Source: an optimization exercise on an open RTL-to-GDS flow (aim: small area and a short achievable clock period). Production flows keep margins and buffers that such runs may drop.
Function was not checked in any run shown here: the RTL went through the layout flow alone.
Power figures rest on the tool's default switching activity, not on a simulated workload.

==> flow/design.v <==
package game_cfg_pkg;
   localparam int refresh_default = 255;     
   localparam int field_bottom = 479;        
   localparam int rod_len       = 100;       
   localparam int rod_thick     = 10;        
   localparam int rod_step      = 10;        
   localparam int rod_start_top = 260;
   localparam int left_rod_x    = 5;         
   localparam int right_rod_x   = 625;       
   localparam int ball_start  = 300;         
   localparam int ball_radius = 8;
   localparam int ball_speed  = 3;           
   localparam int serve_h     = 4;           
   localparam int serve_v     = 3;           
   localparam int goal_low      = 140;
   localparam int goal_high     = 340;
   localparam int wall_gap_low  = 200;
   localparam int wall_gap_high = 280;
   localparam int top_bounce    = 20;
   localparam int bottom_bounce = 460;
   localparam logic [2:0] col_field     = 3'b010;  
   localparam logic [2:0] col_frame     = 3'b111;  
   localparam logic [2:0] col_left_rod  = 3'b001;  
   localparam logic [2:0] col_right_rod = 3'b100;  
   localparam logic [2:0] col_ball      = 3'b111;  
   localparam logic [2:0] col_blank     = 3'b000;
endpackage
package game_types_pkg;
   typedef logic signed [10:0] coord_t;
   typedef logic signed [3:0] vel_t;         
   typedef logic [2:0] rgb_t;                
   typedef struct packed {
      logic up;
      logic down;
   } rod_btn_t;
   typedef struct packed {
      logic [9:0] x;                         
      logic [8:0] y;                         
      logic       video_on;                  
   } pixel_t;
   typedef struct packed {
      coord_t x;
      coord_t y;
   } ball_t;
endpackage
`timescale 1ns/1ps
module game_ctrl (
   input  logic clk,
   input  logic reset,
   input  logic goal_right_mouth,  
   input  logic goal_left_mouth,   
   output logic frame_tick,        
   output logic serve_left,        
   output logic score1,
   output logic score2
);
   logic [7:0] lfsr;
   logic       low_zero;
   assign low_zero   = (lfsr[6:0] == 7'd0);
   assign frame_tick = low_zero && !lfsr[7];
   always_ff @(posedge clk or posedge reset)
   begin
      if (reset)
         lfsr <= 8'd0;
      else
         lfsr <= {lfsr[6:0], lfsr[7] ^ lfsr[5] ^ lfsr[4] ^ lfsr[3] ^ low_zero};
   end
   always_ff @(posedge clk or posedge reset)
   begin
      if (reset)
      begin
         serve_left <= 1'b0;
         score1     <= 1'b0;
         score2     <= 1'b0;
      end
      else
      begin
         score1 <= goal_right_mouth;
         score2 <= goal_left_mouth;
         if (goal_right_mouth)
            serve_left <= 1'b0;
         else if (goal_left_mouth)
            serve_left <= 1'b1;
      end
   end
endmodule
`timescale 1ns/1ps
module rod_mover (
   input  logic       clk,
   input  logic       reset,
   input  logic       frame_tick,
   input  logic [1:0] btn,           
   output logic [7:0] rod_half,      
   output logic [7:0] rod_bot        
);
   logic [5:0] k;
   always_ff @(posedge clk or posedge reset)
   begin
      if (reset)
         k <= 6'd26;
      else if (frame_tick)
      begin
         if (btn[1] && (k != 6'd1))         
            k <= k - 6'd1;
         else if (btn[0] && (k < 6'd37))     
            k <= k + 6'd1;
      end
   end
   assign rod_half = {k, 2'b00} + {2'b00, k};
   assign rod_bot  = rod_half + 8'd50;
endmodule
`timescale 1ns/1ps
module ball_mover (
   input  logic               clk,
   input  logic               reset,
   input  logic               frame_tick,
   input  logic               serve,
   input  logic               serve_left,
   input  logic [7:0]         left_half,     
   input  logic [7:0]         right_half,
   output logic [10:0]        xl,            
   output logic [10:0]        yl,
   output logic               goal_right_mouth,
   output logic               goal_left_mouth
);
   logic v_zero, vx_neg, vx_4, vy_neg;
   logic in_mouth, off_gap, top_wall, bot_wall, x_right, x_left;
   logic x_hit_r, x_hit_l;
   assign in_mouth = (yl >= 11'd132) && (yl <= 11'd332);     
   assign off_gap  = !((yl >= 11'd192) && (yl <= 11'd272));  
   assign top_wall = (yl <= 11'd11) || (yl >= 11'd1016);     
   assign bot_wall = (yl >= 11'd453) && (yl <= 11'd1015);    
   assign x_right  = (xl >= 11'd622) && (xl <= 11'd1015);    
   assign x_left   = (xl >= 11'd1016) && (xl <= 11'd2043);   
   assign x_hit_r  = (xl >= 11'd614) && (xl <= 11'd622);     
   assign x_hit_l  = (xl >= 11'd4) && (xl <= 11'd9);         
   logic [7:0] t_sel;
   logic [8:0] v;
   logic       y_hit;
   assign t_sel = xl[9] ? right_half : left_half;
   assign v     = {1'b0, yl[8:1]} - {1'b0, t_sel};              
   assign y_hit = (yl[10:9] == 2'b00)
                  && ((($signed(v) >= -9'sd4) && ($signed(v) <= 9'sd45)) || (v == 9'd46 && !yl[0]));
   logic hit_right, hit_left;
   assign hit_right = y_hit && x_hit_r;
   assign hit_left  = y_hit && x_hit_l;
   assign goal_right_mouth = frame_tick && in_mouth && (xl >= 11'd629) && (xl <= 11'd1015);   
   assign goal_left_mouth  = frame_tick && in_mouth && x_left;
   logic goal, move;
   assign goal = goal_right_mouth || goal_left_mouth;
   assign move = frame_tick && !v_zero;
   logic [3:0]  xa, ya;
   logic [10:0] tx, ty;
   logic [10:0] xl_next, yl_next;
   assign xa = {1'b0, xl[2:0]} + (vx_neg ? (vx_4 ? 4'd4 : 4'd5) : (vx_4 ? 4'd4 : 4'd3));
   assign ya = {1'b0, yl[2:0]} + (vy_neg ? 4'd5 : 4'd3);
   always_comb
   begin
      tx[3] = move && (xa[3] ^ vx_neg);
      ty[3] = move && (ya[3] ^ vy_neg);
      for (int i = 4; i < 11; i++)
      begin
         tx[i] = tx[i-1] && (xl[i-1] ^ vx_neg);
         ty[i] = ty[i-1] && (yl[i-1] ^ vy_neg);
      end
      xl_next[2:0] = move ? xa[2:0] : xl[2:0];
      yl_next[2:0] = move ? ya[2:0] : yl[2:0];
      for (int i = 3; i < 11; i++)
      begin
         xl_next[i] = xl[i] ^ tx[i];
         yl_next[i] = yl[i] ^ ty[i];
      end
   end
   always_ff @(posedge clk or posedge reset)
   begin
      if (reset)
      begin
         xl <= 11'd292;
         yl <= 11'd292;
      end
      else if (goal)
      begin
         xl <= 11'd292;
         yl <= 11'd292;
      end
      else
      begin
         xl <= xl_next;
         yl <= yl_next;
      end
   end
   always_ff @(posedge clk or posedge reset)
   begin
      if (reset)
      begin
         v_zero <= 1'b1;
         vx_neg <= 1'b0;
         vx_4   <= 1'b0;
         vy_neg <= 1'b0;
      end
      else if (serve)
      begin
         v_zero <= 1'b0;
         vx_neg <= serve_left;
         vx_4   <= 1'b1;
         vy_neg <= serve_left;
      end
      else if (frame_tick)
      begin
         if (goal)
            v_zero <= 1'b1;
         if (top_wall)
            vy_neg <= 1'b0;
         else if (bot_wall)
            vy_neg <= 1'b1;
         if (!top_wall && !bot_wall && x_right && off_gap)
         begin
            vx_neg <= 1'b1;
            vx_4   <= 1'b0;
         end
         else if (!top_wall && !bot_wall && x_left && off_gap)
         begin
            vx_neg <= 1'b0;
            vx_4   <= 1'b0;
         end
         else if (hit_right)
         begin
            vx_neg <= 1'b1;
            vx_4   <= 1'b0;
         end
         else if (hit_left)
         begin
            vx_neg <= 1'b0;
            vx_4   <= 1'b0;
         end
      end
   end
endmodule
`timescale 1ns/1ps
module pixel_renderer (
   input  logic               clk,
   input  logic               reset,
   input  logic [19:0]        pix,
   input  logic [10:0]        xl,            
   input  logic [10:0]        yl,
   input  logic [7:0]         left_half,
   input  logic [7:0]         right_half,
   input  logic [7:0]         left_bot,
   input  logic [7:0]         right_bot,
   output logic [2:0]         rgb
);
   function automatic logic ge8(input logic [7:0] a, input logic [7:0] b);
      logic c;
      c = 1'b1;
      for (int i = 0; i < 8; i++)
         c = (a[i] & ~b[i]) | ((a[i] | ~b[i]) & c);
      ge8 = c;
   endfunction
   function automatic logic sum_zero6(input logic [5:0] p, input logic [5:0] q, input logic cin);
      logic ok;
      ok = !(p[0] ^ q[0] ^ cin);
      for (int i = 1; i < 6; i++)
         ok = ok & ((p[i] ^ q[i]) == (p[i-1] | q[i-1]));
      sum_zero6 = ok;
   endfunction
   logic [9:0] px;
   logic [8:0] py;
   logic       vo;
   assign px = pix[19:10];
   assign py = pix[9:1];
   assign vo = pix[0];
   logic on_frame, on_left, on_right, on_ball;
   assign on_frame = (py < 9'd5) || (py > 9'd474)
                     || (((py < 9'd140) || (py > 9'd340)) && ((px < 10'd5) || (px > 10'd634)));
   assign on_left  = ge8(py[8:1], left_half) && (py[0] || (py[8:1] != left_half))
                     && !ge8(py[8:1], left_bot) && (px > 10'd5) && (px < 10'd15);
   assign on_right = ge8(py[8:1], right_half) && (py[0] || (py[8:1] != right_half))
                     && !ge8(py[8:1], right_bot) && (px > 10'd625) && (px < 10'd635);
   logic [5:0] ax, ay;             
   logic       hx, hy;
   assign ax = {1'b0, px[4:0]} - {1'b0, xl[4:0]};
   assign ay = {1'b0, py[4:0]} - {1'b0, yl[4:0]};
   assign hx = sum_zero6({1'b0, px[9:5]}, ~xl[10:5], !ax[5]);
   assign hy = sum_zero6({2'b00, py[8:5]}, ~yl[10:5], !ay[5]);
   logic [3:0] adx, ady;
   assign adx = (ax[4] || ax[3]) ? 4'(ax[3:0] - 4'd8) : 4'(4'd8 - ax[3:0]);
   assign ady = (ay[4] || ay[3]) ? 4'(ay[3:0] - 4'd8) : 4'(4'd8 - ay[3:0]);
   logic inx, iny;
   assign inx = hx && (!ax[4] || ax[3:0] == 4'd0);
   assign iny = hy && (!ay[4] || ay[3:0] == 4'd0);
   logic [3:0] wmax;
   always_comb
   begin
      case (ady)
         4'd0:                wmax = 4'd8;
         4'd1, 4'd2, 4'd3:    wmax = 4'd7;
         4'd4, 4'd5:          wmax = 4'd6;
         4'd6:                wmax = 4'd5;
         4'd7:                wmax = 4'd3;
         default:             wmax = 4'd0;
      endcase
   end
   assign on_ball = inx && iny && (adx <= wmax);
   logic [2:0] rgb_next;
   assign rgb_next[0] = vo && !on_right && (on_frame ^ on_ball ^ on_left);
   assign rgb_next[1] = vo && !on_left && !on_right && !(on_frame && on_ball);
   assign rgb_next[2] = vo && !on_left && (on_frame ^ on_ball ^ on_right);
   always_ff @(posedge clk or posedge reset)
   begin
      if (reset)
         rgb <= 3'b000;
      else
         rgb <= rgb_next;
   end
endmodule
`timescale 1ns/1ps
module foosball_top (
   input  logic                     clk,
   input  logic                     reset,
   input  logic                     stop_ball,
   input  game_types_pkg::rod_btn_t left_btn,
   input  game_types_pkg::rod_btn_t right_btn,
   input  game_types_pkg::pixel_t   pix,
   output game_types_pkg::rgb_t     rgb,
   output logic                     score1,
   output logic                     score2
);
   logic frame_tick, serve_left;
   logic goal_right_mouth, goal_left_mouth;
   logic [7:0] left_half, right_half, left_bot, right_bot;
   logic [10:0] xl, yl;
   game_ctrl u_ctrl (
      .clk              (clk),
      .reset            (reset),
      .goal_right_mouth (goal_right_mouth),
      .goal_left_mouth  (goal_left_mouth),
      .frame_tick       (frame_tick),
      .serve_left       (serve_left),
      .score1           (score1),
      .score2           (score2)
   );
   rod_mover left_rod  (.clk(clk), .reset(reset), .frame_tick(frame_tick),
                        .btn(left_btn), .rod_half(left_half), .rod_bot(left_bot));
   rod_mover right_rod (.clk(clk), .reset(reset), .frame_tick(frame_tick),
                        .btn(right_btn), .rod_half(right_half), .rod_bot(right_bot));
   ball_mover u_ball (
      .clk              (clk),
      .reset            (reset),
      .frame_tick       (frame_tick),
      .serve            (stop_ball),
      .serve_left       (serve_left),
      .left_half        (left_half),
      .right_half       (right_half),
      .xl               (xl),
      .yl               (yl),
      .goal_right_mouth (goal_right_mouth),
      .goal_left_mouth  (goal_left_mouth)
   );
   pixel_renderer u_render (
      .clk        (clk),
      .reset      (reset),
      .pix        (pix),
      .xl         (xl),
      .yl         (yl),
      .left_half  (left_half),
      .right_half (right_half),
      .left_bot   (left_bot),
      .right_bot  (right_bot),
      .rgb        (rgb)
   );
endmodule
==> flow/flow/run.sh <==
#!/bin/bash
# Own layout flow: the standard synthesis, then the combinational logic between the
# registers is mapped again by ABC with an area-oriented script (registers, their names
# and cell types are kept as the standard synthesis made them), then the standard
# layout steps from floorplan to finish.
set -euo pipefail
WORK=$(pwd)
HERE=$(cd "$(dirname "$0")" && pwd)
R=$WORK/orfs/results/$FLOW_PLATFORM/foosball_top/base
LIB=$FLOW_HOME/platforms/$FLOW_PLATFORM/lib/sky130_fd_sc_hd__tt_025C_1v80.lib
YOSYS=$FLOW_HOME/../tools/install/yosys/bin/yosys
[ -x "$YOSYS" ] || YOSYS=$(command -v yosys)

# 1. standard synthesis
bash standard.sh synth > "$WORK/log_1_synth.log" 2>&1
cp "$R/1_2_yosys.v" "$WORK/std_1_2_yosys.v"

# 2. remap the combinational logic
python3 "$HERE/genmodels.py" "$LIB" > "$WORK/comb_models.v"
DU=""
for c in $(grep -o 'sky130_fd_sc_hd__[a-z0-9_]*' "$FLOW_HOME/platforms/$FLOW_PLATFORM/config.mk" | sort -u | grep -v 'conb\|buf_4\|fill_'); do
   DU="$DU -dont_use $c"
done
printf 'set_driving_cell sky130_fd_sc_hd__buf_1\nset_load 5\n' > "$WORK/abc.constr"
cat > "$WORK/remap.ys" <<EOY
read_liberty -lib $LIB
read_verilog $WORK/std_1_2_yosys.v
hierarchy -top $FLOW_TOP
techmap -map $WORK/comb_models.v
techmap
opt -purge
abc -liberty $LIB $DU -constr $WORK/abc.constr -D 1500 -script $HERE/abc_area.script
opt_clean -purge
hilomap -singleton -hicell sky130_fd_sc_hd__conb_1 HI -locell sky130_fd_sc_hd__conb_1 LO
insbuf -buf sky130_fd_sc_hd__buf_4 A X
splitnets
opt_clean -purge
tee -o $WORK/remap_stat.txt stat -liberty $LIB
check -assert -mapped
write_verilog -noattr -noexpr -nohex -nodec $WORK/remap_1_2_yosys.v
EOY
"$YOSYS" -s "$WORK/remap.ys" > "$WORK/log_2_remap.log" 2>&1
cp "$WORK/remap_1_2_yosys.v" "$R/1_2_yosys.v"
rm -f "$R/1_synth.odb" "$R/1_synth.sdc"

# 3. the standard layout from the remapped netlist
bash standard.sh finish > "$WORK/log_3_layout.log" 2>&1
==> flow/flow/abc_area.script <==
strash
dc2
balance; rewrite; refactor; balance; rewrite; rewrite -z; balance; refactor -z; rewrite -z; balance
balance; resub -K 6; rewrite; resub -K 6 -N 2; refactor; resub -K 8; balance; resub -K 8 -N 2; rewrite; resub -K 10; rewrite -z; resub -K 10 -N 2; balance; resub -K 12; refactor -z; resub -K 12 -N 2; rewrite -z; balance
dch -f
amap
topo
==> flow/flow/genmodels.py <==
import re, sys
lib = open(sys.argv[1]).read()
out = []
# split into cells
for m in re.finditer(r'\n\s*cell\s*\(\s*"?([\w]+)"?\s*\)\s*\{', lib):
    name = m.group(1)
    start = m.end()
    depth = 1; i = start
    while depth:
        c = lib[i]
        if c == '{': depth += 1
        elif c == '}': depth -= 1
        i += 1
    body = lib[start:i]
    if re.search(r'\b(ff|latch|statetable|ff_bank)\s*\(', body):
        continue
    pins = []
    for pm in re.finditer(r'\n\s*pin\s*\(\s*"?(\w+)"?\s*\)\s*\{', body):
        ps = pm.end(); d = 1; j = ps
        while d:
            c = body[j]
            if c == '{': d += 1
            elif c == '}': d -= 1
            j += 1
        pb = body[ps:j]
        dm = re.search(r'direction\s*:\s*"?(\w+)"?', pb)
        fm = re.search(r'\bfunction\s*:\s*"([^"]*)"', pb)
        pins.append((pm.group(1), dm.group(1) if dm else None, fm.group(1) if fm else None))
    ins = [p for p in pins if p[1] == 'input']
    outs = [p for p in pins if p[1] == 'output']
    if not outs or any(o[2] is None for o in outs):
        continue
    bad = False
    lines = []
    for o in outs:
        f = o[2].replace('+', '|').replace('*', '&')
        f = re.sub(r"(\w+)'", r"(!\1)", f)
        if re.search(r'VPWR|VGND|KAPWR|LOWLV|SLEEP', f):
            bad = True
        lines.append(f"  assign {o[0]} = {f};")
    if bad:
        continue
    ports = [p[0] for p in ins] + [o[0] for o in outs]
    s = f"module {name}({', '.join(ports)});\n"
    for p in ins:
        s += f"  input {p[0]};\n"
    for o in outs:
        s += f"  output {o[0]};\n"
    s += "\n".join(lines) + "\nendmodule\n"
    out.append(s)
print("\n".join(out))
==> flow/standard.sh <==
#!/bin/bash
# synth_recipe.tcl (not shown) runs the flow's synth.tcl, then flattens the netlist and writes it again
# the make line also repeats each setting of config.mk as NAME=value (left out here)
make -C /OpenROAD-flow-scripts/flow DESIGN_CONFIG=/design/flow/config.mk WORK_HOME=/design/flow/orfs CLKGATE_MAP_FILE= SYNTH_SCRIPT=/design/flow/synth_recipe.tcl "${@:-finish}"
==> flow/config.mk <==
export PLATFORM = sky130hd
export DESIGN_NAME = foosball_top
export DESIGN_NICKNAME = foosball_top
export VERILOG_FILES = /design/flow/design.v
export SDC_FILE = /design/flow/constraint.sdc
export NUM_CORES = 4
export LEC_CHECK = 0
export CAP_MARGIN = 20
export CORE_MARGIN = 2
export CORE_UTILIZATION = 40
export SLEW_MARGIN = 20
==> flow/constraint.sdc <==
create_clock -name core_clock -period 13.0 [get_ports {clk}]
set_input_delay 2.6000 -clock core_clock [delete_from_list [all_inputs] [get_ports {clk}]]
set_output_delay 2.6000 -clock core_clock [all_outputs]
set_load 0.01 [all_outputs]
==> notes.md, run 1 <==
DRT Pass-1 Iters=5; via count=approximately 5000; CP Data Arrival Time=about 6.3 ns; synthesized area=~0.0045 mm2; Max Fclk=between 150 and 200 MHz; IO Count=32; Synth warnings=4; clock sink count=52; Worst R2R End=u_ball.vx_neg; startpoint types=input port; Synth Net Count=702; Max rail drop VDD=around 48 uV; Max Root-Sink Buffers=2; largest net degree at the start of global routing=53; Rows=38; final slew viol count=0; area of the multi-input gates=around 0.0028 mm2; Clock Pin Slew Worst Setup and Hold Paths=roughly 0.10 ns; initial antenna violation count=0; starting density of the core=a little over 40%; reg2reg setup slack=8.93 ns; status=timing/DRC/antenna clean; period utilisation layout=a little under half; final setup TNS=0 ns; RSZ-0062 raised after global routing=false; cells after synthesis=between 600 and 700; Post-Route WL=~13000 um; share of layout cells above drive strength 1=under 10%; syn_area_per_cell=6.655 um2; Tmin final=6.083 ns; RD Place Congestion=0.9053; beginning of the worst hold path=u_ctrl.lfsr[0]; Antenna Nets Post-Route=0; initial drt markers=roughly 480; class of the worst hold path=register to register; WHS=0.3865 ns; RR Startpoint=left_rod.k[1]; final setup skew=0.006292 ns; WHS Path Cells=0; Worst Path Class, Setup=input port to register; I/O Buffers=31; P_leak=1.764 nW; # nets final=between 700 and 800; Rel. slew slack=between 50% and 60%; R2R cell count=22; first-pass GRT wire length=22470 um; TritonCTS buffer count=5; max_cap viols=0; register area=about 0.0013 mm2; Hold Crit Endpoint=u_ctrl.lfsr[1]; Area Overhead vs Synth=12.98%; Worst EP required=around 13 ns; global route overflow=0; Root Driver=clkbuf_8; Die H=110.0 um; pwr dens=roughly 75 mW/mm2; cts hold-fix bufs=0; Total GRT Usage=about a quarter; Core ar.=roughly 0.011 mm2; Crit. End Element=register; Fillers=between 1000 and 1500; vias in the first global route=between 4000 and 5000; slew at the pin with the worst max-slew slack=slightly above 0.7 ns; ANT cells=0; post-route DRC violation count=0; post-CTS sizing=0; Setup Viol. Count Final=0; die footprint=~0.012 mm2; routed len/inst=~16 um; Hold Violations, Final=0; later-pin clock latency in the skew report=0.31 ns; H-tree depth=2; Via-to-Cell Ratio=roughly 6; post-DP HPWL=around 10000 um; CTS tree=yes; Setup Fix Bufs, Post-CTS=0; Max Fanout on Critical Path=6; Die X=~110 um
per-layer routing:
metal	vias to the layer above	global-route usage [%]	wire length, um
li1	2571	-	-
met1	2373	34.15	6568
met2	157	35.63	5820
met3	28	2.998	676
met4	0	7.324	319
met5	-	0	0
worst max-delay path by stage:
stage	start	endpoint	slack (ns)	depth (start not counted)
after floorplan	pix[11]	u_render.rgb[2]	7.77	21
after global placement	pix[9]	u_render.rgb[2]	6.85	17
after detailed placement	pix[9]	u_render.rgb[2]	6.74	17
after CTS	pix[9]	u_render.rgb[2]	7.02	17
after global routing	pix[8]	u_render.rgb[2]	6.41	19
final	pix[9]	u_render.rgb[2]	6.92	17
power breakdown:
part           leakage, nW  internal (W)  switching [W]   total, W
clock network       0.0462     0.0000396      0.0000594  0.0000990
registers            0.634      0.000167     0.00000675   0.000173
logic                 1.08     0.0000407      0.0000675   0.000108
total                 1.76      0.000247       0.000134   0.000380
per-stage QoR:
stage	power (W)	std cells	instance area, um2	util, %	setup slack [ns]
2_1_floorplan	0.0002489	675	4492	-	7.770
3_3_place_gp	0.0002803	847	4985	45.78	6.855
3_5_place_dp	0.0002827	847	4985	45.78	6.741
4_1_cts	0.0003836	855	5075	46.61	7.022
5_1_grt	0.0004090	855	5075	46.61	6.407
6_report	0.0003805	855	5075	46.61	6.917
sequential cells by signal, summed over array words and instances, names as in the netlist:
name and cells:
u_ball.yl 11, u_ctrl.serve_left 1, u_ctrl.score1 1, u_ball.v_zero 1, left_rod.k 6, u_ball.vy_neg 1, right_rod.k 6, u_ctrl.lfsr 8
u_ball.vx_4 1, u_ball.xl 11, u_ctrl.score2 1, u_ball.vx_neg 1, u_render.rgb 3
layout make-up:
cell class	instances	share of cell area [%]
Clock buffer	6	1.430
Clock inverter	2	0.3452
Inverter	92	6.805
Multi-Input combinational cell	531	55.74
Sequential cell	52	25.96
Tap cell	140	3.452
Timing Repair Buffer	32	6.262
worst max-delay path, stage by stage:
cell	delay (ns)
clkdlybuf4s50_1	0.63
clkinv_1	0.25
o21ai_0	0.29
a31oi_1	0.12
nor3_1	0.24
o2111ai_1	0.13
a2111oi_0	0.37
o21ai_0	0.15
a2111oi_0	0.46
o21ai_0	0.16
a211oi_1	0.20
o21a_1	0.17
nor2b_1	0.16
nor2_1	0.08
nor2_1	0.13
nand3_1	0.09
o21ai_0	0.08
cells in the final DEF, fill, tap and decap left out, types with 3 or more instances in the layout:
cell type and instances:
a221oi_1 10, nor2b_1 7, a31oi_1 9, nor3_1 26, nand4_1 3, o221ai_1 9, nand3_1 11, nand2_1 68
o21ai_0 90, o211ai_1 4, or2_0 4, clkdlybuf4s50_1 31, dfrtp_1 39, o21bai_1 3, nor2_1 125, o21a_1 13
a21oi_1 46, o221a_1 3, o22ai_1 27, clkbuf_8 5, a211oi_1 20, a22oi_1 18, clkinv_1 91, dfstp_2 13
nor4_1 6
==> run 2, diff against run 1 <==
==> flow/flow/run.sh (replaced) <==
#!/bin/bash
# Own layout flow: the standard synthesis, then the combinational logic between the
# registers is mapped again by ABC (registers, their names and cell types are kept as
# the standard synthesis made them): the logic in front of the rgb registers for delay,
# the rest for area. Then the standard layout steps from floorplan to finish.
set -euo pipefail
WORK=$(pwd)
HERE=$(cd "$(dirname "$0")" && pwd)
R=$WORK/orfs/results/$FLOW_PLATFORM/foosball_top/base
LIB=$FLOW_HOME/platforms/$FLOW_PLATFORM/lib/sky130_fd_sc_hd__tt_025C_1v80.lib
YOSYS=$FLOW_HOME/../tools/install/yosys/bin/yosys
[ -x "$YOSYS" ] || YOSYS=$(command -v yosys)

CRIT_SCRIPT=${CRIT_SCRIPT:-abc_speed.script}
REST_SCRIPT=${REST_SCRIPT:-abc_area.script}
LAYOUT_ARGS=()
[ -f "$HERE/flow.env" ] && source "$HERE/flow.env"

# 1. standard synthesis
bash standard.sh synth > "$WORK/log_1_synth.log" 2>&1
cp "$R/1_2_yosys.v" "$WORK/std_1_2_yosys.v"

# 2. remap the combinational logic
python3 "$HERE/genmodels.py" "$LIB" > "$WORK/comb_models.v"
DU=""
for c in $(sed -n '/DONT_USE_CELLS += /,/^$/p' "$FLOW_HOME/platforms/$FLOW_PLATFORM/config.mk" | grep -o 'sky130_fd_sc_hd__[a-z0-9_]*'); do
   DU="$DU -dont_use $c"
done
printf 'set_driving_cell sky130_fd_sc_hd__buf_1\nset_load 5\n' > "$WORK/abc.constr"
cat > "$WORK/remap.ys" <<EOY
read_liberty -lib $LIB
read_verilog $WORK/std_1_2_yosys.v
hierarchy -top $FLOW_TOP
techmap -map $WORK/comb_models.v
techmap
opt -purge
select -set dw c:u_render.rgb* %ci1:+sky130_fd_sc_hd__dfrtp_1[D] w:* %i
select -set crit @dw %ci*:-sky130_fd_sc_hd__dfrtp_1,sky130_fd_sc_hd__dfstp_2
select -set critg @crit t:\$_* %i
abc -liberty $LIB $DU -constr $WORK/abc.constr -script $HERE/$CRIT_SCRIPT @critg
abc -liberty $LIB $DU -constr $WORK/abc.constr -script $HERE/$REST_SCRIPT t:\$_*
opt_clean -purge
hilomap -singleton -hicell sky130_fd_sc_hd__conb_1 HI -locell sky130_fd_sc_hd__conb_1 LO
insbuf -buf sky130_fd_sc_hd__buf_4 A X
splitnets
opt_clean -purge
tee -o $WORK/remap_stat.txt stat -liberty $LIB
check -assert -mapped
write_verilog -noattr -noexpr -nohex -nodec $WORK/remap_1_2_yosys.v
EOY
"$YOSYS" -s "$WORK/remap.ys" > "$WORK/log_2_remap.log" 2>&1
cp "$WORK/remap_1_2_yosys.v" "$R/1_2_yosys.v"
rm -f "$R/1_synth.odb" "$R/1_synth.sdc"

# 3. the standard layout from the remapped netlist
bash standard.sh "${LAYOUT_ARGS[@]}" finish > "$WORK/log_3_layout.log" 2>&1
==> flow/flow/abc_speed.script (new file) <==
strash
dc2
balance; rewrite; refactor; balance; rewrite; rewrite -z; balance; refactor -z; rewrite -z; balance
dch -f
map
topo
stime -p
buffer -p
upsize
dnsize
stime -p
==> flow/flow/flow.env (new file) <==

==> run 2 against run 1 <==
  * Maximum frequency increased by 20%
  * Area after synthesis grew 20%
  * Still clean on timing, DRC and antenna
  * Setup slack improved by 1.0 ns
  * Highest routed layer unchanged
  * First-iteration DRC count up 18%
  * Core utilization is 0.82 points lower
  * Final cell count increased by 25%
  * Combinational power grew 44%
  * Sequential share of layout area is 4.1 points lower
  * Non-clock buffer count unchanged
  * Flip-flop and latch count unchanged
  * Die area increased by 19%
  * Critical path depth is 1 lower
  * Critical path type unchanged
  * Largest power group unchanged
==> notes.md, run 2 <==
status=timing/DRC/antenna clean; Worst Path Class, Setup=input port to register; Crit. End Element=register; Die X=around 120 um; post-CTS sizing=0; Synth Net Count=around 890; Worst EP required=roughly 13 ns; cts hold-fix bufs=0; starting density of the core=about 41%; post-DP HPWL=roughly 12000 um; Rel. slew slack=roughly 50%; IO Count=32; Core ar.=~0.013 mm2; via count=5888; Max Fclk=between 150 and 200 MHz; Antenna Nets Post-Route=0; vias in the first global route=around 5300; ANT cells=0; cells after synthesis=roughly 860; Crit path top cell by count=nand3_1; startpoint types=input port; Root Driver=clkbuf_16; Worst path slowest cell=clkdlybuf4s50_1; Max stage delay on crit path=just over 0.6 ns; commonest non-fill, non-tap cell in the layout=nor2_1; Max rail drop VDD=~43 uV; Tmin final=5.077 ns; H-tree depth=2; Area Overhead vs Synth=12.10%; period utilisation layout=39.06%; share of layout cells above drive strength 1=approximately 5.8%; die footprint=about 0.014 mm2; final setup skew=0.007460 ns; TritonCTS buffer count=5; class of the worst hold path=register to register; Rows=42; clock sink count=between 50 and 60; Clock Pin Slew Worst Setup and Hold Paths=roughly 0.07 ns; RD Place Congestion=slightly below 1; slew at the pin with the worst max-slew slack=around 0.75 ns; Setup Fix Bufs, Post-CTS=0; pwr dens=77.21 mW/mm2; later-pin clock latency in the skew report=about 0.3 ns; clock share of power=28.5%; Via-to-Cell Ratio=around 5.5; CP Data Arrival Time=5.27 ns; most frequent cells in the layout=145 x nor2_1, 125 x nand2_1, 76 x clkinv_1; P_leak=approximately 2.5 nW; final slew viol count=0; global route overflow=0; first-pass GRT wire length=about 26000 um; initial antenna violation count=0; internal power=slightly below 0.0003 W; Max Fanout on Critical Path=11; Area after DPL=between 0.005 and 0.006 mm2; Switching Share=36.01%; sw power=between 0.00015 and 0.0002 W; Synth warnings=4; Hold Violations, Final=0; placed insts=roughly 1100; max_cap viols=0; RSZ-0062 raised after global routing=false; total power=around 0.00047 W; combinational group share of total power=33.3%; Max Root-Sink Buffers=2; synthesized area=approximately 0.0054 mm2; Total GRT Usage=between 20% and 30%; initial drt markers=around 560; syn_area_per_cell=between 6 and 7 um2; Reg power frac=a little under two fifths; post-route DRC violation count=0; fin cells=1070; Die H=120.1 um; routed len/inst=between 10 and 15 um; fin area=around 0.0060 mm2; DRT Pass-1 Iters=5; Critical Path, Cell by Cell=clkdlybuf4s50_1 -> nand2b_1 -> nand2_1 -> a21oi_2 -> o21ai_2 -> nand3_1 -> nand3_1 -> o21a_1 -> o21ai_0 -> nand3_1 -> o2bb2ai_1 -> a21oi_1 -> o21bai_1 -> nand3_1 -> nand2_1 -> nor2_1; final setup TNS=0 ns; CTS tree=yes; largest net degree at the start of global routing=53; # nets final=920; I/O Buffers=31; biggest regs=u_ball.xl: 11 flops, u_ball.yl: 11 flops, u_ctrl.lfsr: 8 flops; Setup Viol. Count Final=0; Post-Route WL=between 15000 and 20000 um
run 2: power by group through the flow:
stage | clock [W] | sequential, W | combinational [W]
after floorplan | 0 | 0.000178 | 0.000116
after global placement | 0 | 0.000180 | 0.000154
after global routing | 0.000147 | 0.000179 | 0.000176
final | 0.000133 | 0.000178 | 0.000155
after CTS | 0.000140 | 0.000178 | 0.000155
after detailed placement | 0 | 0.000181 | 0.000154
run 2: layer usage:
metal / vias up / share of wire [%] / GRT usage (%)
met5: - / 0 / 0
met4: 0 / 1.9 / 5.809
met2: 175 / 42 / 34.27
li1: 3049 / - / -
met3: 26 / 5.1 / 2.899
met1: 2638 / 51 / 32.32
run 2: per-stage QoR:
step / utilization [%] / hold WS, ns / setup WS [ns]
after floorplan: - / 0.3540 / 8.579
after global placement: 44.72 / 0.3616 / 7.697
after detailed placement: 44.72 / 0.3607 / 7.654
after CTS: 45.79 / 0.3783 / 7.971
after global routing: 45.79 / 0.3806 / 7.546
final: 45.79 / 0.3747 / 7.923
run 2: worst max-delay path: cells and delay by family:
family                 cells  cell delay, ns
AND/OR/NAND/NOR            8            0.97
AO/OA/AOI/OAI              7            1.07
buffers and inverters      1            0.61
run 2: path summary, 6_finish.rpt:
| path | end | start | slack (ns) | cells past startpoint |
|---|---|---|---|---|
| worst max-delay path | u_render.rgb[0] | pix[3] | 7.92 | 16 |
| worst min-delay path | u_ctrl.lfsr[1] | u_ctrl.lfsr[0] | 0.37 | 0 |
| worst max register to register | u_ball.yl[10] | u_ctrl.lfsr[5] | 8.67 | 13 |
| worst min register to register | u_ctrl.lfsr[1] | u_ctrl.lfsr[0] | 0.37 | 0 |
| max in group asynchronous | u_ball.xl[7] | reset | 9.74 | 3 |
| min in group asynchronous | right_rod.k[5] | reset | 2.81 | 3 |
run 2: final cells by class:
| class | instances | area [um2] |
|---|---|---|
| timing repair buffer | 32 | 317.8 |
| clock buffer | 7 | 132.6 |
| inverter | 151 | 566.8 |
| sequential | 52 | 1318 |
| fill | 1404 | 7151 |
| clock inverter | 1 | 8.758 |
| multi-input combinational | 651 | 3476 |
| tap | 176 | 220.2 |
==> run 3, diff against run 2 <==
==> flow/flow/flow.env (replaced) <==
LAYOUT_ARGS=("BUFFER_PORTS_ARGS=-buffer_cell sky130_fd_sc_hd__buf_2")
==> run 3 against run 2 <==
  * Still clean on timing, DRC and antenna
  * Global-route usage decreased by 0.48 points
  * Register-to-register slack about the same
  * Die area unchanged
  * First-iteration DRC count increased by 2.1%
  * Synthesized cell count unchanged
  * Non-clock buffer count unchanged
  * Clock power about the same
  * Setup slack improved by 0.52 ns
  * Critical path depth decreased by 1
  * Area after synthesis unchanged
  * Via count increased by 0.54%
==> notes.md, run 3 <==
CP Data Arrival Time=4.75 ns; Max Fclk=219.4 MHz; Area Overhead vs Synth=9.220%; Root Driver=clkbuf_16; Hold Violations, Final=0; TritonCTS buffer count=5; Synth warnings=4; period utilisation layout=a little over a third; CTS tree=yes; post-DP HPWL=12280 um; max_cap viols=0; largest net degree at the start of global routing=44; share of layout cells above drive strength 1=just over 9%; most frequent cells in the layout=145 x nor2_1, 125 x nand2_1, 76 x clkinv_1; via count=between 5000 and 6000; Via-to-Cell Ratio=about 5.5; final setup skew=approximately 0.0067 ns; routed len/inst=around 14 um; post-route DRC violation count=0; Reg power frac=about two fifths; Setup Fix Bufs, Post-CTS=0; synthesized area=0.005388 mm2; Tmin final=4.557 ns; RSZ-0062 raised after global routing=false; die footprint=roughly 0.014 mm2; later-pin clock latency in the skew report=around 0.30 ns; slew at the pin with the worst max-slew slack=approximately 0.73 ns; Post-Route WL=15360 um; Die X=roughly 120 um; sw power=about 0.00017 W; P_leak=approximately 2.5 nW; initial drt markers=between 500 and 600; Max Root-Sink Buffers=2; initial antenna violation count=0; I/O Buffers=31; Switching Share=around 37%; internal power=between 0.0002 and 0.0003 W; Worst EP required=roughly 13 ns; Total GRT Usage=between 20% and 30%; RD Place Congestion=0.9272; IO Count=32; class of the worst hold path=register to register; Synth Net Count=just under 900; commonest non-fill, non-tap cell in the layout=nor2_1; biggest regs=u_ball.xl: 11 flops, u_ball.yl: 11 flops, u_ctrl.lfsr: 8 flops; Worst Path Class, Setup=input port to register; clock sink count=52; Die H=approximately 120 um; combinational group share of total power=between 30% and 40%; syn_area_per_cell=6.279 um2; starting density of the core=around two fifths; ANT cells=0; Setup Viol. Count Final=0; cts hold-fix bufs=0; Clock Pin Slew Worst Setup and Hold Paths=approximately 0.07 ns; Core ar.=0.01319 mm2; post-layout util=between 40% and 50%; H-tree depth=2; first-pass GRT wire length=between 20000 and 30000 um; status=timing/DRC/antenna clean; global route overflow=0; final slew viol count=0; Rel. slew slack=between 50% and 60%; pwr dens=78.84 mW/mm2; clock share of power=between 20 and 30%; Max Fanout on Critical Path=11; final setup TNS=0 ns; Antenna Nets Post-Route=0; cells after synthesis=between 800 and 900; # nets final=between 900 and 1000; Rows=42; DRT Pass-1 Iters=6; vias in the first global route=roughly 5300; startpoint types=input port; Max rail drop VDD=between 40 and 50 uV; post-CTS sizing=0; Crit. End Element=register
## run 3: path summary, 6_finish.rpt
kind	from	endpoint	slack, ns	cells past startpoint
worst max-delay path	pix[3]	u_render.rgb[0]	8.44	15
worst min-delay path	u_ctrl.lfsr[0]	u_ctrl.lfsr[1]	0.38	0
worst max register to register	u_ctrl.lfsr[5]	u_ball.yl[10]	8.68	13
worst min register to register	u_ctrl.lfsr[0]	u_ctrl.lfsr[1]	0.38	0
max in group asynchronous	reset	u_ball.xl[8]	9.96	3
min in group asynchronous	reset	right_rod.k[2]	2.21	2
## run 3: worst max-delay path: stages
cell and delay (ns):
buf_2 0.17, nand2b_1 0.19, nand2_1 0.12, a21oi_2 0.05, o21ai_2 0.23, nand3_1 0.14
nand2_1 0.17, nand3_1 0.11, nand3_1 0.12, nand2_1 0.06, a41oi_1 0.19, o2bb2ai_1 0.16
nand3_1 0.17, a21oi_1 0.19, nor2_1 0.06
## run 3: power by group through the flow
stage	logic [W]	registers (W)	clock network, W
after floorplan	0.000116	0.000178	0
after global placement	0.000150	0.000180	0
after detailed placement	0.000149	0.000180	0
after CTS	0.000150	0.000177	0.000140
after global routing	0.000171	0.000179	0.000146
final	0.000151	0.000178	0.000135
## run 3: stage by stage
| step | instance area [um2] | hold WS [ns] | total power, W | cells | setup WS (ns) |
|---|---|---|---|---|---|
| floorplan | 5388 | 0.3540 | 0.0002937 | 858 | 8.579 |
| global placement | 5743 | 0.3634 | 0.0003300 | 1062 | 8.222 |
| detailed placement | 5743 | 0.3600 | 0.0003292 | 1062 | 8.157 |
| CTS | 5884 | 0.3784 | 0.0004670 | 1070 | 8.475 |
| global route | 5884 | 0.3823 | 0.0004952 | 1070 | 8.132 |
| finish | 5884 | 0.3758 | 0.0004639 | 1070 | 8.443 |
## run 3: per-layer routing
layer	track usage, %	part of all wire [%]	up-vias
li1	-	-	3073
met1	31.19	49	2649
met2	32.67	42	173
met3	2.994	6.0	25
met4	8.235	2.8	0
met5	0	0	-
## run 3: cell type report
| type | instances | area (um2) |
|---|---|---|
| multi-input combinational | 651 | 3476 |
| inverter | 151 | 566.8 |
| timing repair buffer | 32 | 162.7 |
| sequential | 52 | 1318 |
| clock buffer | 7 | 132.6 |
| fill | 1410 | 7306 |
| tap | 176 | 220.2 |
| clock inverter | 1 | 8.758 |
==> run 4, diff against run 3 <==
==> flow/flow/flow.env (replaced) <==
CRIT_SCRIPT=abc_area.script
LAYOUT_ARGS=("BUFFER_PORTS_ARGS=-buffer_cell sky130_fd_sc_hd__buf_2")
==> run 4 against run 3 <==
  * Still clean on timing, DRC and antenna
  * Maximum frequency is 19% lower
  * Cell area decreased by 7.6%
  * Register-to-register slack lost 0.35 ns
  * Routed wire length increased by 0.49%
  * Sequential power is essentially flat
  * Non-clock buffer count unchanged
  * Via count is 3.6% lower
  * Core utilization is 0.64 points higher
  * Critical path type unchanged
==> notes.md, run 4 <==
status=timing/DRC/antenna clean; cts hold-fix bufs=0; RR Startpoint=u_ctrl.lfsr[5]; H-tree depth=2; Max Fclk=176.9 MHz; Worst EP required=around 13 ns; Post-Route WL=about 15000 um; starting density of the core=approximately two fifths; Hold Violations, Final=0; CTS tree=yes; final setup skew=0.008434 ns; ANT cells=0; beginning of the critical path=pix[3]; post-DP HPWL=~12000 um; vias in the first global route=between 5000 and 6000; CP Data Arrival Time=approximately 5.9 ns; share of layout cells above drive strength 1=about 6.6%; DRT Pass-1 Iters=5; I/O Buffers=31; Setup Fix Bufs, Post-CTS=0; Tmin final=5.652 ns; biggest regs=u_ball.xl: 11 flops, u_ball.yl: 11 flops, u_ctrl.lfsr: 8 flops; pre-CTS setup slack=7.079 ns; Fillers=1248; routed len/inst=16.00 um; Worst Path Class, Setup=input port to register; commonest non-fill, non-tap cell in the layout=clkinv_1; Total GRT Usage=23.77%; final slew viol count=0; Rows=40; Rel. slew slack=around 43%; post-route DRC violation count=0; syn_area_per_cell=6.348 um2; # nets final=between 800 and 900; final setup TNS=0 ns; Max Root-Sink Buffers=2; total power=0.0004589 W; later-pin clock latency in the skew report=just over 0.3 ns; Die H=between 100 and 150 um; Core ar.=between 0.01 and 0.015 mm2; R2R cell count=14; class of the worst hold path=register to register; initial drt markers=roughly 500; WHS Path Cells=0; largest net degree at the start of global routing=53; Crit. End Element=register; Max Fanout on Critical Path=9; clock sink count=52; Antenna Nets Post-Route=0; Die X=around 120 um; RSZ-0062 raised after global routing=false; TritonCTS buffer count=5; Synth warnings=4; cells after synthesis=roughly 800; global route overflow=0; initial antenna violation count=0; beginning of the worst hold path=u_ctrl.lfsr[0]; period utilisation layout=between 40 and 50%; most frequent cells in the layout=144 x clkinv_1, 142 x nor2_1, 91 x o21ai_0; met2 wire length=approximately 7000 um; Max Used Layer=met4; Max rail drop VDD=57.48 uV; IO Count=32; startpoint types=input port; Synth Net Count=805; max_cap viols=0; die footprint=about 0.013 mm2; RD Place Congestion=approximately 0.94; Root Driver=clkbuf_16; post-CTS sizing=0; Clock Pin Slew Worst Setup and Hold Paths=around 0.07 ns; met3 wire len=between 900 and 1000 um; first-pass GRT wire length=roughly 25000 um; P_leak=2.026 nW; WL met1=7230 um; pwr dens=about 84 mW/mm2; slew at the pin with the worst max-slew slack=0.8597 ns; Setup Viol. Count Final=0; Area Overhead vs Synth=10.06%; final worst slack=between 7 and 8 ns; Via-to-Cell Ratio=between 5 and 6; via count=roughly 5700; synthesized area=slightly below 0.005 mm2
==> run 4: cell types whose count changed in the layout (fill, tap and decap cells not counted), moves of 8 or more <==
cell	previous run	this run
clkinv_1	76	144
inv_1	68	0
nand2_1	125	76
o21ai_0	57	91
nand3_1	37	11
a22oi_1	6	17
xnor2_1	9	0
xor2_1	9	0
nand2_2	8	0
o211ai_1	10	2
==> run 4: final cells by class <==
cell class,instances,area (um2),share of cell area [%]
timing repair buffer,32,162.7,2.993
tap,147,183.9,3.384
multi-input combinational,581,3077,56.61
clock buffer,5,125.1,2.302
sequential,52,1318,24.24
clock inverter,3,25.02,0.4604
inverter,145,544.3,10.01
==> run 4: path summary, 6_finish.rpt <==
kind	end	slack, ns
max in group asynchronous	u_render.rgb[1]	10.05
setup / recovery	u_render.rgb[2]	7.35
hold reg to reg	u_ctrl.lfsr[1]	0.38
min in group asynchronous	u_ctrl.lfsr[0]	2.48
setup reg to reg	u_ball.xl[10]	8.33
hold / removal	u_ctrl.lfsr[1]	0.38
==> run 4: routing by layer <==
| layer | track usage (%) | up-vias |
|---|---|---|
| met3 | 5.061 | 24 |
| met4 | 8.193 | 0 |
| met5 | 0 | - |
| met1 | 31.76 | 2611 |
| met2 | 38.20 | 175 |
| li1 | - | 2894 |
==> run 4: critical path: stages <==
cell,delay [ns]
buf_2,0.15
clkinv_1,0.21
a22oi_1,0.25
nand2_1,0.09
o21ai_0,0.11
nand2_1,0.09
o21ai_0,0.11
nand2_1,0.09
o21ai_0,0.18
and3_1,0.25
nor2_1,0.05
a21oi_1,0.21
nor2_1,0.09
o41ai_1,0.31
a21oi_1,0.11
a21o_1,0.16
o2111ai_1,0.12
nor2_1,0.11
a21oi_1,0.19
nor2_1,0.09
a32o_1,0.28
==> run 4: through the flow <==
stage / std cells / utilization, % / hold WS [ns] / cell area, um2
floorplan: 778 / - / 0.3540 / 4938
global placement: 957 / 44.00 / 0.3622 / 5285
detailed placement: 957 / 44.00 / 0.3647 / 5285
CTS: 965 / 45.25 / 0.3834 / 5435
global route: 965 / 45.25 / 0.3964 / 5435
finish: 965 / 45.25 / 0.3801 / 5435
==> run 4: power breakdown <==
group	total [W]	leakage, nW	internal [W]	switching [W]
registers	0.000177	0.644	0.000168	0.00000853
clock network	0.000144	0.0708	0.0000731	0.0000711
logic	0.000138	1.31	0.0000477	0.0000903
total	0.000459	2.03	0.000289	0.000170
==> run 5, diff against run 4 <==
==> flow/flow/flow.env (replaced) <==
LAYOUT_ARGS=("BUFFER_PORTS_ARGS=-buffer_cell sky130_fd_sc_hd__buf_2" "SETUP_SLACK_MARGIN=8")
==> run 5 against run 4 <==
  * Still clean on timing, DRC and antenna
  * Routed wire length is 0.49% lower
  * Combinational power grew 9%
  * Flip-flop and latch count is the same
  * Synthesized cell count grew 10%
  * Via count rose by 3.8%
  * Register-to-register slack better by 0.35 ns
  * Area after synthesis up 9.1%
  * Setup slack improved by 1.1 ns
  * Clock-buffer cell count up 2
  * Final cell count rose by 11%
  * Maximum frequency rose by 24%
  * Critical endpoint is now u_render.rgb[0]
==> notes.md, run 5 <==
period utilisation layout=between 30% and 40%; global route overflow=0; cts hold-fix bufs=0; Switching Share=a little over a third; Area after DPL=around 0.0057 mm2; routed len/inst=about 14 um; post-route DRC violation count=0; RSZ-0062 raised after global routing=false; Root Driver=clkbuf_16; Clock Pin Slew Worst Setup and Hold Paths=~0.070 ns; via count=slightly below 6000; die footprint=~0.014 mm2; Worst EP required=roughly 13 ns; final setup skew=roughly 0.0067 ns; slew at the pin with the worst max-slew slack=between 0.7 and 0.8 ns; Max stage delay on crit path=between 0.2 and 0.25 ns; biggest regs=u_ball.xl: 11 flops, u_ball.yl: 11 flops, u_ctrl.lfsr: 8 flops; vias in the first global route=between 5000 and 6000; Post-Route WL=roughly 15000 um; Max Fclk=between 200 and 250 MHz; CTS tree=yes; Area Overhead vs Synth=9.220%; # nets final=between 900 and 1000; Buf/Inv on CP=1; CP delay by family, top=simple AND/OR/NAND/NOR gates; TritonCTS buffer count=5; post-CTS sizing=0; ANT cells=0; syn_area_per_cell=6.279 um2; I/O Buffers=31; Core ar.=approximately 0.013 mm2; starting density of the core=between 40 and 50%; internal power=roughly 0.00029 W; placed insts=1062; Reg power frac=a little under two fifths; Worst path slowest cell=o21ai_2; Die X=120.1 um; Synth Net Count=about 900; Synth warnings=4; final setup TNS=0 ns; CP Data Arrival Time=around 4.8 ns; first-pass GRT wire length=between 20000 and 30000 um; Hold Violations, Final=0; post-layout util=between 40 and 50%; Max rail drop VDD=roughly 45 uV; area of the multi-input gates=0.003476 mm2; later-pin clock latency in the skew report=approximately 0.30 ns; Setup Fix Bufs, Post-CTS=0; Rows=42; share of layout cells above drive strength 1=9.284%; GR Layer Usage met1=31.19%; Setup Viol. Count Final=0; max_cap viols=0; Die H=about 120 um; GR Layer Usage met2=between 30% and 40%; Tmin final=~4.6 ns; met3 GRT Util=~3.0%; Max Fanout on Critical Path=11; Crit. End Element=register; IO Count=32; initial drt markers=roughly 570; Total GRT Usage=between 20% and 30%; H-tree depth=2; Via-to-Cell Ratio=~5.5; pwr dens=approximately 79 mW/mm2; fin area=approximately 0.0059 mm2; largest net degree at the start of global routing=44; class of the worst hold path=register to register; fin cells=about 1100; GR peak layer=met2; startpoint types=input port; sw power=roughly 0.00017 W; Worst Path Class, Setup=input port to register; P_leak=between 2 and 2.5 nW; status=timing/DRC/antenna clean; Antenna Nets Post-Route=0; most frequent cells in the layout=145 x nor2_1, 125 x nand2_1, 76 x clkinv_1; initial antenna violation count=0; clock sink count=52; Critical Path, Cell by Cell=buf_2 -> nand2b_1 -> nand2_1 -> a21oi_2 -> o21ai_2 -> nand3_1 -> nand2_1 -> nand3_1 -> nand3_1 -> nand2_1 -> a41oi_1 -> o2bb2ai_1 -> nand3_1 -> a21oi_1 -> nor2_1; DRT Pass-1 Iters=6; combinational group share of total power=about a third; register area=roughly 0.0013 mm2; cells after synthesis=~860; synthesized area=approximately 0.0054 mm2; Rel. slew slack=51.11%; Max Root-Sink Buffers=2; clock share of power=29.2%; final slew viol count=0; post-DP HPWL=approximately 12000 um; RD Place Congestion=around 0.9; commonest non-fill, non-tap cell in the layout=nor2_1; Fillers=about 1400; Crit path top cell by count=nand3_1
## run 5: cell count changes in the layout (fill, tap and decap cells not counted), sizes merged, moves of 5 or more
cell and change:
nand3 +26, nand2 +57, inv +72, o221ai +5, o211ai +8, o21ai -28, nor2 +5, xnor2 +9
o22ai -5, nand4 +5, xor2 +10, clkinv -67, a22oi -11, a221oi -5
## run 5: per-layer routing
metal | wire length, um | share of wire (%)
met3 | 920 | 6.0
met1 | 7588 | 49
met2 | 6418 | 42
met5 | 0 | 0
met4 | 433 | 2.8
## run 5: through the flow
stage | hold WS, ns | total power (W) | worst slack, ns
2_1_floorplan | 0.3540 | 0.0002937 | 8.579
3_3_place_gp | 0.3634 | 0.0003300 | 8.222
3_5_place_dp | 0.3600 | 0.0003292 | 8.157
4_1_cts | 0.3784 | 0.0004670 | 8.475
5_1_grt | 0.3823 | 0.0004952 | 8.132
6_report | 0.3758 | 0.0004639 | 8.443
## run 5: power by group through the flow
stage | clock (W) | combinational (W) | sequential [W]
2_1_floorplan | 0 | 0.000116 | 0.000178
3_3_place_gp | 0 | 0.000150 | 0.000180
3_5_place_dp | 0 | 0.000149 | 0.000180
4_1_cts | 0.000140 | 0.000150 | 0.000177
5_1_grt | 0.000146 | 0.000171 | 0.000179
6_report | 0.000135 | 0.000151 | 0.000178
## run 5: final timing paths
path | cells after the start | startpoint | to | slack [ns]
max | 15 | pix[3] | u_render.rgb[0] | 8.44
min | 0 | u_ctrl.lfsr[0] | u_ctrl.lfsr[1] | 0.38
max reg2reg | 13 | u_ctrl.lfsr[5] | u_ball.yl[10] | 8.68
min reg2reg | 0 | u_ctrl.lfsr[0] | u_ctrl.lfsr[1] | 0.38
max in group asynchronous | 3 | reset | u_ball.xl[8] | 9.96
min in group asynchronous | 2 | reset | right_rod.k[2] | 2.21
## run 5: layout make-up
type                    count  area share [%]
multi-input cells         651           59.07
flip-flops and latches     52           22.39
inverters                 151           9.632
well taps                 176           3.742
repair buffers             32           2.764
clock buffers               7           2.254
clock inverters             1          0.1488
==> run 6, diff against run 5 <==
--- a/flow/design.v
+++ b/flow/design.v
@@ -90,8 +90,7 @@
    input  logic       reset,
    input  logic       frame_tick,
    input  logic [1:0] btn,           
-   output logic [7:0] rod_half,      
-   output logic [7:0] rod_bot        
+   output logic [7:0] rod_half       
 );
    logic [5:0] k;
    always_ff @(posedge clk or posedge reset)
@@ -107,7 +106,6 @@
       end
    end
    assign rod_half = {k, 2'b00} + {2'b00, k};
-   assign rod_bot  = rod_half + 8'd50;
 endmodule
 `timescale 1ns/1ps
 module ball_mover (
@@ -245,16 +243,14 @@
    input  logic [10:0]        yl,
    input  logic [7:0]         left_half,
    input  logic [7:0]         right_half,
-   input  logic [7:0]         left_bot,
-   input  logic [7:0]         right_bot,
    output logic [2:0]         rgb
 );
-   function automatic logic ge8(input logic [7:0] a, input logic [7:0] b);
+   function automatic logic ge8c(input logic [7:0] a, input logic [7:0] b, input logic cin);
       logic c;
-      c = 1'b1;
+      c = cin;
       for (int i = 0; i < 8; i++)
          c = (a[i] & ~b[i]) | ((a[i] | ~b[i]) & c);
-      ge8 = c;
+      ge8c = c;
    endfunction
    function automatic logic sum_zero6(input logic [5:0] p, input logic [5:0] q, input logic cin);
       logic ok;
@@ -272,10 +268,15 @@
    logic on_frame, on_left, on_right, on_ball;
    assign on_frame = (py < 9'd5) || (py > 9'd474)
                      || (((py < 9'd140) || (py > 9'd340)) && ((px < 10'd5) || (px > 10'd634)));
-   assign on_left  = ge8(py[8:1], left_half) && (py[0] || (py[8:1] != left_half))
-                     && !ge8(py[8:1], left_bot) && (px > 10'd5) && (px < 10'd15);
-   assign on_right = ge8(py[8:1], right_half) && (py[0] || (py[8:1] != right_half))
-                     && !ge8(py[8:1], right_bot) && (px > 10'd625) && (px < 10'd635);
+   logic [7:0] q, qm;
+   logic       q_low;
+   assign q     = py[8:1];
+   assign qm    = q - 8'd50;
+   assign q_low = (q < 8'd50);
+   assign on_left  = ge8c(q, left_half, py[0]) && (q_low || !ge8c(qm, left_half, 1'b1))
+                     && (px > 10'd5) && (px < 10'd15);
+   assign on_right = ge8c(q, right_half, py[0]) && (q_low || !ge8c(qm, right_half, 1'b1))
+                     && (px > 10'd625) && (px < 10'd635);
    logic [5:0] ax, ay;             
    logic       hx, hy;
    assign ax = {1'b0, px[4:0]} - {1'b0, xl[4:0]};
@@ -327,7 +328,7 @@
 );
    logic frame_tick, serve_left;
    logic goal_right_mouth, goal_left_mouth;
-   logic [7:0] left_half, right_half, left_bot, right_bot;
+   logic [7:0] left_half, right_half;
    logic [10:0] xl, yl;
    game_ctrl u_ctrl (
       .clk              (clk),
@@ -340,9 +341,9 @@
       .score2           (score2)
    );
    rod_mover left_rod  (.clk(clk), .reset(reset), .frame_tick(frame_tick),
-                        .btn(left_btn), .rod_half(left_half), .rod_bot(left_bot));
+                        .btn(left_btn), .rod_half(left_half));
    rod_mover right_rod (.clk(clk), .reset(reset), .frame_tick(frame_tick),
-                        .btn(right_btn), .rod_half(right_half), .rod_bot(right_bot));
+                        .btn(right_btn), .rod_half(right_half));
    ball_mover u_ball (
       .clk              (clk),
       .reset            (reset),
@@ -364,8 +365,6 @@
       .yl         (yl),
       .left_half  (left_half),
       .right_half (right_half),
-      .left_bot   (left_bot),
-      .right_bot  (right_bot),
       .rgb        (rgb)
    );
 endmodule
==> flow/flow/flow.env (replaced) <==
LAYOUT_ARGS=("BUFFER_PORTS_ARGS=-buffer_cell sky130_fd_sc_hd__buf_2" "SETUP_SLACK_MARGIN=9.5")
==> run 6 against run 5 <==
  * Power increased by 6.9%
  * Global-route usage increased by 2.3 points
  * Core utilization increased by 7.9 points
  * Register-to-register slack improved by 0.87 ns
  * Largest power group unchanged
  * Die area decreased by 4.2%
  * Critical path depth increased by 3
  * Clock-buffer cell count decreased by 2
  * Critical path type unchanged
  * Final cell count decreased by 0.84%
  * Via count increased by 1.8%
  * Non-clock buffer count increased by 47
  * Synthesized cell count decreased by 5.9%
==> notes.md, run 6 <==
status=timing/DRC/antenna clean; R2R cell count=23; first-pass GRT wire length=around 27000 um; I/O Buffers=31; RR Startpoint=left_rod.k[3]; Rows=just over 40; commonest non-fill, non-tap cell in the layout=nand2_1; die footprint=about 0.014 mm2; Worst path slowest cell=o211ai_1; initial antenna violation count=0; TritonCTS buffer count=5; area of the multi-input gates=about 0.0038 mm2; reg2reg setup slack=between 9 and 10 ns; cells after synthesis=roughly 800; CP Data Arrival Time=between 4 and 5 ns; cts hold-fix bufs=0; RSZ-0062 raised after global routing=true; Total GRT Usage=about a quarter; P_leak=2.827 nW; Area after DPL=0.005645 mm2; synthesized area=between 0.005 and 0.006 mm2; Critical Path, Cell by Cell=buf_4 -> inv_4 -> nor2_1 -> inv_1 -> nand2_2 -> o211ai_1 -> buf_4 -> nand2_4 -> nand3_1 -> nand2_1 -> nand2_1 -> nand2_1 -> o21ai_2 -> nand2_2 -> nand2_2 -> nand2_2 -> nand3_2 -> nand2_1; Clock Pin Slew Worst Setup and Hold Paths=about 0.090 ns; Fillers=roughly 1300; Post-Route WL=roughly 17000 um; Area Overhead vs Synth=28.61%; fin cells=about 1100; beginning of the critical path=pix[4]; Setup Viol. Count Final=0; placed insts=~1000; H-tree depth=2; IO Count=32; Die H=117.5 um; Crit. End Element=register; CP Capture Point=u_render.rgb[2]; Worst Path Class, Setup=input port to register; largest net degree at the start of global routing=53; ANT cells=0; period utilisation layout=between 30% and 40%; Worst R2R End=u_ball.vx_4; Max Root-Sink Buffers=2; fin area=0.006631 mm2; syn_area_per_cell=approximately 6.4 um2; max_cap viols=0; Via-to-Cell Ratio=around 5.7; final setup TNS=0 ns; later-pin clock latency in the skew report=about 0.32 ns; Max Fanout on Critical Path=6; Root Driver=clkbuf_16; CTS tree=yes; # nets final=about 900; class of the worst hold path=register to register; post-layout util=around 53%; share of layout cells above drive strength 1=a little over a quarter; Tmin final=4.208 ns; Max Fclk=about 240 MHz; final slew viol count=0; Rel. slew slack=52.20%; final setup skew=0.01586 ns; pre-CTS setup slack=8.312 ns; biggest regs=u_ball.xl: 11 flops, u_ball.yl: 11 flops, u_ctrl.lfsr: 8 flops; Max rail drop VDD=51.65 uV; slew at the pin with the worst max-slew slack=0.7170 ns; RD Place Congestion=0.9456; Synth Net Count=around 830; post-route DRC violation count=0; starting density of the core=roughly two fifths; DRT Pass-1 Iters=5; global route overflow=0; CP delay by family, top=simple AND/OR/NAND/NOR gates; startpoint types=input port; initial drt markers=around 430; pwr dens=74.77 mW/mm2; Synth warnings=4; Core ar.=about 0.013 mm2; Antenna Nets Post-Route=0; Die X=roughly 120 um; most frequent cells in the layout=107 x nand2_1, 104 x nor2_1, 66 x inv_1; register area=between 0.001 and 0.0015 mm2; post-DP HPWL=13020 um; Max stage delay on crit path=0.25 ns; vias in the first global route=between 5000 and 6000; Worst EP required=around 13 ns; routed len/inst=approximately 16 um; final worst slack=about 8.8 ns; Buf/Inv on CP=4; CP Depth=18; Hold Violations, Final=0; via count=6029; clock sink count=52
==> run 6: cell count changes in the layout (fill, tap and decap cells not counted), moves of 12 or more <==
cell | previous run | this run
clkinv_1 | 76 | 59
nor2_2 | 2 | 14
nand2_1 | 125 | 107
nor2_1 | 145 | 104
o21ai_2 | 3 | 17
a21oi_1 | 64 | 38
o21ai_0 | 57 | 38
buf_4 | 1 | 49
==> run 6: cell type report <==
| class | instances | share of cell area (%) |
|---|---|---|
| Clock buffer | 5 | 1.887 |
| Clock inverter | 3 | 0.4340 |
| Inverter | 146 | 8.491 |
| Multi-Input combinational cell | 604 | 57.58 |
| Sequential cell | 52 | 19.94 |
| Tap cell | 172 | 3.245 |
| Timing Repair Buffer | 79 | 8.415 |
==> run 6: worst min-delay path by stage <==
stage | start | end | slack (ns) | cells after the start
2_1_floorplan | u_ctrl.lfsr[0] | u_ctrl.lfsr[1] | 0.35 | 0
3_3_place_gp | u_ctrl.lfsr[1] | u_ctrl.lfsr[2] | 0.36 | 0
3_5_place_dp | u_ctrl.lfsr[1] | u_ctrl.lfsr[2] | 0.36 | 0
4_1_cts | u_ctrl.lfsr[6] | u_ctrl.lfsr[7] | 0.39 | 0
5_1_grt | u_ctrl.lfsr[1] | u_ctrl.lfsr[2] | 0.40 | 0
6_report | u_ctrl.lfsr[1] | u_ctrl.lfsr[2] | 0.38 | 0
==> run 6: power by group <==
part / switching [W] / internal, W / leakage (nW)
Sequential: 0.00000792 / 0.000167 / 0.641
Clock: 0.0000761 / 0.0000746 / 0.0767
Combinational: 0.000103 / 0.0000674 / 2.11
==> run 6: routing by layer <==
| layer | vias to the layer above | global-route usage (%) | part of all wire [%] |
|---|---|---|---|
| met4 | 0 | 7.078 | 2.4 |
| met1 | 2839 | 33.42 | 47 |
| met5 | - | 0 | 0 |
| li1 | 2976 | - | - |
| met2 | 180 | 38.71 | 47 |
| met3 | 34 | 3.004 | 4.5 |
==> run 6: through the flow <==
step | total power (W) | hold WS, ns
floorplan | 0.0002735 | 0.3472
global placement | 0.0003053 | 0.3569
detailed placement | 0.0003073 | 0.3603
CTS | 0.0004757 | 0.3850
global route | 0.0005216 | 0.4025
finish | 0.0004958 | 0.3803
==> run 6: repair_timing <==
action                     CTS  global route
resized for setup           60            73
buffers inserted            22            24
pin swaps                   23            41
setup endpoints to repair   20            13
==> run 7, diff against run 6 <==
==> flow/flow/flow.env (replaced) <==
LAYOUT_ARGS=("BUFFER_PORTS_ARGS=-buffer_cell sky130_fd_sc_hd__buf_2")
==> run 7 against run 6 <==
  * Maximum frequency shrank 5.7%
  * Still clean on timing, DRC and antenna
  * Setup slack lost 0.25 ns
  * Largest power group unchanged
  * Sequential power is essentially flat
  * Critical path type unchanged
==> notes.md, run 7 <==
pwr dens=slightly above 80 mW/mm2; synthesized area=0.005156 mm2; cts hold-fix bufs=0; largest net degree at the start of global routing=53; Synth Net Count=between 800 and 900; CTS tree=yes; routed len/inst=15.66 um; startpoint types=input port; final worst slack=between 8 and 9 ns; Clock Pin Slew Worst Setup and Hold Paths=0.07 ns; via count=between 5000 and 6000; DRT Pass-1 Iters=5; P_leak=2.458 nW; Setup Fix Bufs, Post-CTS=0; # nets final=between 800 and 900; final setup skew=between 0.008 and 0.009 ns; post-CTS sizing=0; Worst EP required=~13 ns; post-DP HPWL=roughly 13000 um; Worst Path Class, Setup=input port to register; max_cap viols=0; H-tree depth=2; Rel. slew slack=between 40% and 50%; RD Place Congestion=around 0.94; post-route DRC violation count=0; cells after synthesis=807; Die X=117.5 um; most frequent cells in the layout=127 x nand2_1, 119 x nor2_1, 71 x inv_1; CP Data Arrival Time=around 4.7 ns; initial drt markers=440; ANT cells=0; period utilisation layout=approximately a third; Worst path slowest cell=a211oi_1; Root Driver=clkbuf_16; later-pin clock latency in the skew report=0.31 ns; Max stage delay on crit path=~0.32 ns; Crit path top cell by count=nand2_1; Antenna Nets Post-Route=0; Synth warnings=4; Total GRT Usage=between 20% and 30%; pre-CTS setup slack=a little over 8 ns; final setup TNS=0 ns; syn_area_per_cell=6.389 um2; total power=roughly 0.00046 W; first-pass GRT wire length=about 27000 um; Max Root-Sink Buffers=2; Via-to-Cell Ratio=5.649; Die H=117.5 um; clock sink count=52; Setup Viol. Count Final=0; biggest regs=u_ball.xl: 11 flops, u_ball.yl: 11 flops, u_ctrl.lfsr: 8 flops; global route overflow=0; Core ar.=roughly 0.013 mm2; share of layout cells above drive strength 1=8.897%; Max Fanout on Critical Path=6; Tmin final=4.462 ns; TritonCTS buffer count=5; Rows=approximately 40; I/O Buffers=31; reg2reg setup slack=approximately 8.9 ns; Crit. End Element=register; final slew viol count=0; Max Fclk=~220 MHz; Max rail drop VDD=70.35 uV; die footprint=roughly 0.014 mm2; commonest non-fill, non-tap cell in the layout=nand2_1; Area Overhead vs Synth=10.48%; status=timing/DRC/antenna clean; slew at the pin with the worst max-slew slack=approximately 0.74 ns; vias in the first global route=5545; initial antenna violation count=0; RSZ-0062 raised after global routing=false; Post-Route WL=about 16000 um; Hold Violations, Final=0; Critical Path, Cell by Cell=buf_2 -> nor2b_1 -> nand2_1 -> a31oi_2 -> o21bai_1 -> nand2_1 -> nand2_1 -> nand3_1 -> nand2_1 -> a32oi_1 -> o21ai_1 -> a211oi_1 -> o21bai_1 -> nand2_1; starting density of the core=40.86%; IO Count=32; class of the worst hold path=register to register
run 7: changes by cell type in the layout (fill, tap and decap cells not counted), moves of 12 or more:
cell | before | now
buf_4 | 49 | 2
nand2_1 | 107 | 127
o21ai_0 | 38 | 56
nand2_2 | 17 | 0
o21ai_2 | 17 | 1
nor2_1 | 104 | 119
nor2_2 | 14 | 2
run 7: worst paths after layout:
| kind | from | to | cells after the start |
|---|---|---|---|
| setup / recovery | pix[1] | u_render.rgb[0] | 14 |
| hold / removal | u_ctrl.lfsr[1] | u_ctrl.lfsr[2] | 0 |
| setup reg to reg | left_rod.k[0] | u_ball.vx_neg | 23 |
| hold reg to reg | u_ctrl.lfsr[1] | u_ctrl.lfsr[2] | 0 |
| max in group asynchronous | reset | u_ball.yl[0] | 3 |
| min in group asynchronous | reset | u_ball.xl[0] | 3 |
run 7: power by group:
part	leakage [nW]	switching, W	total [W]	internal, W
Combinational	1.73	0.0000813	0.000125	0.0000432
Clock	0.0863	0.0000684	0.000162	0.0000931
Sequential	0.646	0.00000831	0.000175	0.000167
run 7: stage by stage:
step | hold WS (ns) | cell area, um2 | instances | utilization (%)
CTS | 0.3864 | 5697 | 1015 | 45.14
detailed placement | 0.3630 | 5522 | 1007 | 43.75
global route | 0.3998 | 5697 | 1015 | 45.14
floorplan | 0.3472 | 5156 | 807 | -
finish | 0.3850 | 5697 | 1015 | 45.14
global placement | 0.3673 | 5522 | 1007 | 43.75
run 7: final cells by class:
type / instances / area [um2]
fill: 1382 / 6923
multi-input combinational: 604 / 3271
sequential: 52 / 1318
inverter: 146 / 548.0
tap: 172 / 215.2
timing repair buffer: 33 / 170.2
clock buffer: 5 / 125.1
clock inverter: 3 / 50.05
run 7: metal layers:
metal  global-route usage (%)  wire length, um  up-vias
met5                        0                0        -
met1                    32.25             7560     2710
met4                    6.099              284        0
met3                    3.149              679       22
met2                    38.78             7367      125
li1                         -                -     2877
run 7: critical path, delay by kind of cell:
family / cells / cell delay [ns]
AOI/OAI and AO/OA: 6 / 1.08
and+or+nand+nor: 7 / 0.89
buffers and inverters: 1 / 0.13

[static timing again, ports no longer ideal]
How much do the figures lean on ideal ports? The routed layouts below were timed once more, with nothing changed but the port constraints.
Step 1: set_driving_cell puts a clkbuf_16 on clk and a buf_2 on each other input, an assumption about the parent block.
Step 2 times the ports against the registers' clock, not the clock port: input delays grow and output delays shrink by t, the midpoint of the rising clock arrivals with the driver on.
a / b / c = ideal / step 1 / step 2; a / b = the first two.
| run | t (ns) | slack for setup (ns) | worst hold slack (ns) | worst register clock-pin slew, ns |
|---|---|---|---|---|
| run 1 | 0.348 | 6.917 / 6.928 / 6.579 | 0.387 / 0.387 / 0.387 | 0.10 / 0.10 |
| run 2 | 0.338 | 7.923 / 7.927 / 7.589 | 0.375 / 0.375 / 0.375 | 0.07 / 0.07 |
| run 3 | 0.343 | 8.443 / 8.463 / 8.120 | 0.376 / 0.376 / 0.376 | 0.07 / 0.07 |
| run 4 | 0.343 | 7.348 / 7.363 / 7.020 | 0.380 / 0.380 / 0.380 | 0.08 / 0.08 |
| run 5 | 0.343 | 8.443 / 8.463 / 8.120 | 0.376 / 0.376 / 0.376 | 0.07 / 0.07 |
| run 6 | 0.353 | 8.792 / 8.809 / 8.456 | 0.380 / 0.380 / 0.380 | 0.09 / 0.09 |
| run 7 | 0.342 | 8.538 / 8.556 / 8.214 | 0.385 / 0.385 / 0.385 | 0.08 / 0.08 |
After both steps setup and hold are still met in every run listed. The setup slack of run 1, which loses most, moves by +0.011 ns with the drivers and by -0.338 ns with both steps.
